Source: an optimization exercise on an open RTL-to-GDS flow (aim: small area, a short achievable clock period and few clock cycles). Production flows keep margins and buffers that such runs may drop. In this exercise RTL edits were held to simulation tests only and were not proved equivalent to the original. Power figures rest on the tool's default switching activity, not on a simulated workload.

===== design/flow/run.sh =====
#!/bin/bash
# synth_recipe.tcl (not shown) runs the flow's synth.tcl, then flattens the netlist and writes it again
# the make line also repeats each setting of config.mk as NAME=value (left out here)
make -C /OpenROAD-flow-scripts/flow DESIGN_CONFIG=/design/flow/config.mk WORK_HOME=/design/flow/orfs CLKGATE_MAP_FILE= SYNTH_SCRIPT=/design/flow/synth_recipe.tcl finish

===== design/flow/config.mk =====
export PLATFORM = sky130hd
export DESIGN_NAME = rc4_stream_cipher
export DESIGN_NICKNAME = rc4_stream_cipher
export VERILOG_FILES = /design/flow/design.v
export SDC_FILE = /design/flow/constraint.sdc
export NUM_CORES = 4
export LEC_CHECK = 0
export CAP_MARGIN = 20
export CORE_MARGIN = 2
export CORE_UTILIZATION = 30
export PLACE_DENSITY = 0.4
export SETUP_SLACK_MARGIN = 5
export SLEW_MARGIN = 20

===== design/flow/constraint.sdc =====
create_clock -name core_clock -period 9.0 [get_ports {clock}]
set_input_delay 1.8000 -clock core_clock [delete_from_list [all_inputs] [get_ports {clock}]]
set_output_delay 1.8000 -clock core_clock [all_outputs]
set_load 0.01 [all_outputs]

===== design/flow/design.v =====
package rc4_pkg;
   localparam int PERM_DEPTH    = 256;
   localparam int MAX_KEY_BYTES = 32;
   typedef logic [7:0] byte_type;
   typedef logic [2:0] csr_index_type;
   localparam csr_index_type CSR_KEY_LENGTH   = 3'd0;
   localparam csr_index_type CSR_KEY_LO       = 3'd1;
   localparam csr_index_type CSR_KEY_MID_LO   = 3'd2;
   localparam csr_index_type CSR_KEY_MID_HI   = 3'd3;
   localparam csr_index_type CSR_KEY_HI       = 3'd4;
endpackage
module rc4_perm_mem(
   input  logic                clock,
   input  logic                clr,       
   input  logic                we,        
   input  rc4_pkg::byte_type   wa_addr,
   input  rc4_pkg::byte_type   wa_data,
   input  rc4_pkg::byte_type   wb_addr,
   input  rc4_pkg::byte_type   wb_data,
   input  rc4_pkg::byte_type   r0_addr,
   output rc4_pkg::byte_type   r0_enc,
   input  rc4_pkg::byte_type   r1_addr,
   output rc4_pkg::byte_type   r1_enc,
   input  rc4_pkg::byte_type   r2_addr,
   output rc4_pkg::byte_type   r2_enc
);
   rc4_pkg::byte_type mem_ff [rc4_pkg::PERM_DEPTH];
   logic [255:0] sel_a, sel_b;
   rc4_pkg::byte_type wa_enc, wb_enc;
   always_comb begin
      for (int x = 0; x < 256; x++) begin
         sel_a[x] = (wa_addr == 8'(x));
         sel_b[x] = (wb_addr == 8'(x));
      end
   end
   logic [2047:0] mem_flat;
   always_comb begin
      for (int x = 0; x < 256; x++) begin
         mem_flat[x*8 +: 8] = mem_ff[x];
      end
   end
   rc4_rd_tree u_rd0 (.addr(r0_addr), .flat(mem_flat), .data(r0_enc));
   rc4_rd_tree u_rd1 (.addr(r1_addr), .flat(mem_flat), .data(r1_enc));
   rc4_rd_tree u_rd2 (.addr(r2_addr), .flat(mem_flat), .data(r2_enc));
   assign wa_enc = wa_data ^ wa_addr;
   assign wb_enc = wb_data ^ wb_addr;
   always_ff @(posedge clock) begin
      for (int x = 0; x < 256; x++) begin
         mem_ff[x] <= ({8{we & sel_a[x]}} & wa_enc) |
                      ({8{we & sel_b[x]}} & wb_enc) |
                      ({8{~(we & (sel_a[x] | sel_b[x])) & ~clr}} & mem_ff[x]);
      end
   end
endmodule
module rc4_rd_tree(
   input  rc4_pkg::byte_type addr,
   input  logic [2047:0]     flat,
   output rc4_pkg::byte_type data
);
   logic [511:0] l1;
   logic [127:0] l2;
   logic [31:0]  l3;
   always_comb begin
      for (int g = 0; g < 64; g++) begin
         l1[g*8 +: 8] = flat[(4*g + 32'(addr[1:0]))*8 +: 8];
      end
      for (int g = 0; g < 16; g++) begin
         l2[g*8 +: 8] = l1[(4*g + 32'(addr[3:2]))*8 +: 8];
      end
      for (int g = 0; g < 4; g++) begin
         l3[g*8 +: 8] = l2[(4*g + 32'(addr[5:4]))*8 +: 8];
      end
      data = l3[32'(addr[7:6])*8 +: 8];
   end
endmodule
module rc4_stream_cipher(
   input  logic                   clock,
   input  logic                   reset,
   input  logic                   req_valid,
   output logic                   req_ready,
   input  rc4_pkg::byte_type      req_data_byte,
   input  logic                   req_start_of_message,
   output logic                   rsp_valid,
   input  logic                   rsp_ready,
   output rc4_pkg::byte_type      rsp_out_byte,
   input  logic                   csr_we,
   input  rc4_pkg::csr_index_type csr_index,
   input  logic [63:0]            csr_wdata
);
   localparam int FDEPTH = 5;
   logic [5:0]       klen_ff;
   logic [3:0][63:0] key_ff;
   logic              rq_valid;
   logic              rq_sop;        
   rc4_pkg::byte_type rq_data;
   logic              ready_ff;      
   logic [2:0]        inflight;      
   logic              space_ok;      
   logic              ksa_run;
   rc4_pkg::byte_type a_nx, pf_addr, sa_nx, j_ff;
   logic [4:0]        kidx_ff;       
   logic              kwrap_ff;      
   rc4_pkg::byte_type kb_ff;         
   logic              rst_pend;
   logic              r_v, r_prga;
   rc4_pkg::byte_type r_a, r_j, r_sa, r_d;
   logic              w_v, w_prga;
   rc4_pkg::byte_type w_a, w_j, w_sa, w_sj, w_d;
   logic              t_v;
   rc4_pkg::byte_type t_t, t_x;      
   rc4_pkg::byte_type q_ff [FDEPTH];
   logic [2:0]        q_cnt;
   logic              rsp_valid_ff;
   logic              prep, issue_prga, issue, last_ksa, accept, pop;
   logic              rq_valid_n, rq_sop_n, ksa_run_n;
   logic [2:0]        inflight_n, q_cnt_n;
   rc4_pkg::byte_type p, j_new, sa_fwd, sj_fwd, res_byte;
   logic [4:0]        knext;
   logic [5:0]        klen_used;
   logic [255:0]      key_bits;
   logic              clr;
   rc4_pkg::byte_type rj_enc, rp_enc, rt_enc;
   assign prep       = rq_valid && rq_sop && !r_v && !w_v;
   assign issue_prga = rq_valid && !rq_sop && !ksa_run && space_ok;
   assign issue      = ksa_run || issue_prga;
   assign last_ksa   = ksa_run && (a_nx == 8'hFF);
   assign accept     = req_valid && ready_ff;
   assign pop        = rsp_valid_ff && rsp_ready;
   assign p     = pf_addr;
   assign j_new = j_ff + sa_nx + kb_ff;
   always_comb begin
      if (j_new == p) begin
         sa_fwd = sa_nx;
      end else if (r_v && (r_j == p)) begin
         sa_fwd = r_sa;
      end else if (w_v && (w_j == p)) begin
         sa_fwd = w_sa;
      end else begin
         sa_fwd = rp_enc ^ p;
      end
   end
   assign klen_used = (klen_ff == 6'd0) ? 6'd1 :
                      (klen_ff > 6'(rc4_pkg::MAX_KEY_BYTES)) ? 6'(rc4_pkg::MAX_KEY_BYTES) : klen_ff;
   assign key_bits  = key_ff;
   assign knext     = kwrap_ff ? 5'd0 : kidx_ff + 5'd1;
   assign rq_valid_n = accept || (rq_valid && !issue_prga);
   assign rq_sop_n   = accept ? req_start_of_message : (rq_sop && !prep);
   assign ksa_run_n  = prep || (ksa_run && !last_ksa);
   assign inflight_n = inflight + 3'(issue_prga) - 3'(pop);
   always_ff @(posedge clock) begin
      if (reset) begin
         rq_valid <= 1'b0;
         rq_sop   <= 1'b0;
         ready_ff <= 1'b1;
         inflight <= '0;
         space_ok <= 1'b1;
         ksa_run  <= 1'b0;
         a_nx     <= 8'd1;
         pf_addr  <= 8'd2;
         sa_nx    <= 8'd1;
         j_ff     <= 8'd0;
         kb_ff    <= 8'd0;
         r_v      <= 1'b0;
         w_v      <= 1'b0;
         t_v      <= 1'b0;
      end else begin
         rq_valid <= rq_valid_n;
         rq_sop   <= rq_sop_n;
         ksa_run  <= ksa_run_n;
         inflight <= inflight_n;
         space_ok <= inflight_n < 3'(FDEPTH);
         ready_ff <= !rq_valid_n || (!rq_sop_n && !ksa_run_n && (inflight_n < 3'(FDEPTH)));
         if (prep) begin
            a_nx    <= 8'd0;
            pf_addr <= 8'd1;
            sa_nx   <= 8'd0;
            j_ff    <= 8'd0;
            kb_ff   <= key_ff[0][7:0];
         end else if (issue) begin
            a_nx    <= p;
            pf_addr <= (ksa_run && (p == 8'hFF)) ? 8'd1 : p + 8'd1;
            sa_nx   <= sa_fwd;
            j_ff    <= last_ksa ? 8'd0 : j_new;
            kb_ff   <= (ksa_run && !last_ksa) ? key_bits[{knext, 3'b000} +: 8] : 8'd0;
         end
         r_v <= issue;
         w_v <= r_v;
         t_v <= w_v && w_prga;
      end
   end
   always_ff @(posedge clock) begin
      if (accept) begin
         rq_data <= req_data_byte;
      end
      if (prep) begin
         kidx_ff  <= 5'd0;
         kwrap_ff <= (klen_used == 6'd1);
      end else if (ksa_run) begin
         kidx_ff  <= knext;
         kwrap_ff <= ({1'b0, knext} + 6'd1) == klen_used;
      end
      if (issue) begin
         r_prga <= issue_prga;
         r_a    <= a_nx;
         r_j    <= j_new;
         r_sa   <= sa_nx;
         r_d    <= rq_data;
      end
   end
   always_comb begin
      if (w_v && (r_j == w_a)) begin
         sj_fwd = w_sj;
      end else if (w_v && (r_j == w_j)) begin
         sj_fwd = w_sa;
      end else begin
         sj_fwd = rj_enc ^ r_j;
      end
   end
   always_ff @(posedge clock) begin
      w_prga <= r_prga;
      w_a    <= r_a;
      w_j    <= r_j;
      w_sa   <= r_sa;
      w_sj   <= sj_fwd;
      w_d    <= r_d;
   end
   always_ff @(posedge clock) begin
      rst_pend <= reset;
   end
   assign clr = rst_pend || prep;
   rc4_perm_mem u_perm (
      .clock   (clock),
      .clr     (clr),
      .we      (w_v),
      .wa_addr (w_a),
      .wa_data (w_sj),
      .wb_addr (w_j),
      .wb_data (w_sa),
      .r0_addr (r_j),
      .r0_enc  (rj_enc),
      .r1_addr (pf_addr),
      .r1_enc  (rp_enc),
      .r2_addr (t_t),
      .r2_enc  (rt_enc)
   );
   always_ff @(posedge clock) begin
      t_t <= w_sa + w_sj;
      t_x <= (w_sa + w_sj) ^ w_d;
   end
   assign res_byte = rt_enc ^ t_x;
   assign q_cnt_n = q_cnt + 3'(t_v) - 3'(pop);
   always_ff @(posedge clock) begin
      if (reset) begin
         q_cnt        <= '0;
         rsp_valid_ff <= 1'b0;
      end else begin
         q_cnt        <= q_cnt_n;
         rsp_valid_ff <= (q_cnt_n != 3'd0);
      end
   end
   always_ff @(posedge clock) begin
      for (int k = 0; k < FDEPTH; k++) begin
         if (pop) begin
            if (t_v && (q_cnt == 3'(k + 1))) begin
               q_ff[k] <= res_byte;
            end else if (k < FDEPTH - 1) begin
               q_ff[k] <= q_ff[k + 1];
            end
         end else if (t_v && (q_cnt == 3'(k))) begin
            q_ff[k] <= res_byte;
         end
      end
   end
   assign req_ready    = ready_ff;
   assign rsp_valid    = rsp_valid_ff;
   assign rsp_out_byte = q_ff[0];
   always_ff @(posedge clock) begin
      if (reset) begin
         klen_ff <= 6'd1;
         key_ff  <= '0;
      end else if (csr_we) begin
         case (csr_index)
            rc4_pkg::CSR_KEY_LENGTH: klen_ff   <= csr_wdata[5:0];
            rc4_pkg::CSR_KEY_LO:     key_ff[0] <= csr_wdata;
            rc4_pkg::CSR_KEY_MID_LO: key_ff[1] <= csr_wdata;
            rc4_pkg::CSR_KEY_MID_HI: key_ff[2] <= csr_wdata;
            rc4_pkg::CSR_KEY_HI:     key_ff[3] <= csr_wdata;
            default: ;
         endcase
      end
   end
endmodule

==> run summary <==
status timing/DRC/antenna clean; Final ANT Viol Nets 0; site row count 253; H-tree depth 5; vias 136k; share of layout cells above drive strength 1 0.231; Synth area leader dfxtp_1; DR iter-0 viols roughly 21k; top cells by instance count after synthesis nand2_1, dfxtp_1, o221ai_1, mux4_2, clkbuf_1; crit path time final approximately 4.3 ns; PwrDens ~240 nW/um2; drt via density 7.00; Yosys cell types between 70 and 80; Setup Skew between 0.05 and 0.06 ns; relative slew slack 0.0398; Wirelength per Cell ~42 um; Post-synth ARST share 0; Nets about 13k; largest net degree at the start of global routing between 100 and 150; most common cell in the synthesized netlist nand2_1; Post-DP HPWL between 500,000 and 600,000 um; number of synthesized flops with an enable pin between 60 and 70; clock root buffer master clkbuf_16; IO Count just over 90; Core Region around 470,000 um2; Post-synth top flop dfxtp_1; RSZ-0062 raised after global routing true; biggest regs u_perm.mem_ff (2048), key_ff (256), q_ff (40); Routed Wire Length between 800,000 and 900,000 um; Clock Pin Slew Worst Setup and Hold Paths approximately 0.06 ns; hold path depth 0; chip width about 700 um; Peak Freq between 0.2 and 0.25 GHz; first-pass GRT wire length about 1,100,000 um; crit end category flop; Initial DRT Pass Iterations 6; Post-Syn Area per Cell roughly 11 um2; drt drc 0; grt met3 use 0.102; total gr overflow 0; CTS Hold Bufs 0; gpl congestion slightly below 1; Slew @ Worst Pin approximately 1.4 ns; Global Route met2 Usage 0.471; total track usage 0.325; Fin Setup TNS 0 ns; peak supply drop about 310 uV; nature of the critical path startpoint flop; post-synthesis cell area approximately 140,000 um2; power consumption 39.8 mW; critical-path maximum fanout 35; top cell type's share of synthesized area 0.342; #FFs+latches synth between 2k and 3k; Syn Inst Count 13.5k; port bufs 90; Req. time, crit path 9.88 ns; YS warnings 5; clk sinks 2,510; die area between 400,000 and 500,000 um2; Die Y between 600 and 700 um; Clock Latency Late Sink around 1.0 ns; Seq/Total Area, Yosys 0.356; Synth area leaders dfxtp_1, mux4_2, o221ai_1; vias in the first global route approximately 130k; grt met1 use 0.421; Fin. Hold Viols 0; area delta synth->final 15.3%; fin. max-slew vios 0; max_cap viols 0; CTS tree done; GR peak layer met2; Leak about 53 nW; Setup WS pre-CTS ~3.4 ns; Starting Density 0.301; cell depth of the worst flop-to-flop path 12; Largest Register u_perm.mem_ff; Final Cycle Share 0.473; Worst Path Class, Setup flop to flop; antenna violations before repair approximately 90; Setup-failing EPs final 0; Post-Syn Nets roughly 14k; cts bufs inserted 319; critical path arrival just over 5 ns; worst min path class flop to flop; max FFs per register 2,048; deepest clock path buffer count 4; final worst setup slack 4.75 ns
per-layer routing:
| metal | share of wire | wire length [um] |
|---|---|---|
| met1 | 0.38 | 315000 |
| met2 | 0.42 | 347000 |
| met3 | 0.12 | 99900 |
| met4 | 0.070 | 57600 |
| met5 | 0.00064 | 525 |
worst max-delay path, cell delays in order, from the launching register on:
cell      delay, ns
dfxtp_4        0.46
buf_12         0.22
nand2b_4       0.26
buf_4          0.25
buf_12         0.18
o221ai_1       0.48
o22ai_1        0.18
nor3_1         0.41
nor3_2         0.18
nor4_4         0.65
nor3_4         0.13
and4_1         0.26
a2111o_1       0.33
kinds of logic (layout without fill, tap and decap cells):
| family | after synthesis | in the layout | share of synthesized area |
|---|---|---|---|
| flip-flops | 2510 | 2510 | 0.356 |
| XOR/XNOR | 109 | 109 | 0.00697 |
| adder cells (fa/ha/maj) | 31 | 31 | 0.00329 |
| buffers and inverters | 1555 | 1213 | 0.0465 |
| other | 0 | 88 | 0 |
| AO/OA/AOI/OAI | 3067 | 3067 | 0.172 |
| AND/OR/NAND/NOR | 4077 | 4079 | 0.117 |
| multiplexers | 2135 | 2135 | 0.299 |
area by class of cell:
class / count / area, um2
inverter: 44 / 189
tap: 6247 / 7820
multi-input combinational: 9421 / 87400
fill: 46700 / 310000
sequential: 2510 / 51000
antenna: 88 / 220
clock inverter: 110 / 1400
timing repair buffer: 592 / 7440
clock buffer: 467 / 9460
path summary, 6_finish.rpt:
check,to,slack [ns],start
max,sa_nx[0],4.75,pf_addr[1]
min,w_prga,0.34,r_prga
max reg2reg,sa_nx[0],4.75,pf_addr[1]
min reg2reg,w_prga,0.34,r_prga
through the flow:
stage               area, um2  hold WS (ns)  std cells  utilization
floorplan              143000         0.323      13500            -
global placement       149000         0.326      18600        0.314
detailed placement     149000         0.327      18700        0.315
CTS                    164000         0.340      19300        0.344
global route           165000         0.344      19400        0.347
finish                 165000         0.339      19500        0.347
power by group:
| part | switching (mW) | internal, mW |
|---|---|---|
| Sequential | 0.458 | 11.5 |
| Clock | 5.64 | 8.02 |
| Combinational | 10.2 | 3.91 |
| Total | 16.3 | 23.4 |
cells in the final DEF (no fill, tap or decap), types with 113 or more instances in the layout:
master     synthesis  final
a21oi_1          389    381
and3_1           267    265
buf_4             55    299
clkbuf_16          0    340
dfxtp_1         2444   2427
mux2i_1          420    406
mux4_2          1706   1706
nand2_1         3318   3297
nor2_1           153    113
o221ai_1        2165   2161
o22ai_1          114    113
repair_timing:
item	4_1_cts	5_1_grt
endpoints found under the hold margin	0	0
pin swaps	11	20
cloned	35	13
resized for setup	302	89
setup endpoints to repair	193	224
buffers inserted	62	45
Testbench counts, summed over its fixed seeds: cycles 36,175.

## re-timing with driven ports
In the flow no input, the clock included, has a driving cell. The finished layout below was timed again as built, in two steps. Step 1 sets driving cells, clkbuf_16 on the clock port and buf_2 on the other inputs (assumed; they add their load-dependent delay and slew). Step 2 moves the port delays by t, midway between the first and last clock arrival at a register: inputs arrive t later, outputs are due t later. That takes back most of the time a late clock gives input paths. Three values: ideal, step 1, step 2; two values: the first two.
shift t [ns]: 1.105
setup slack, ns: 4.746 / 4.746 / 4.231
hold slack, ns: 0.339 / 0.339 / 0.339
After both steps setup and hold are still met in this run. For this run, drivers alone change the setup slack by 0.000 ns; drivers and shift together by -0.515 ns.
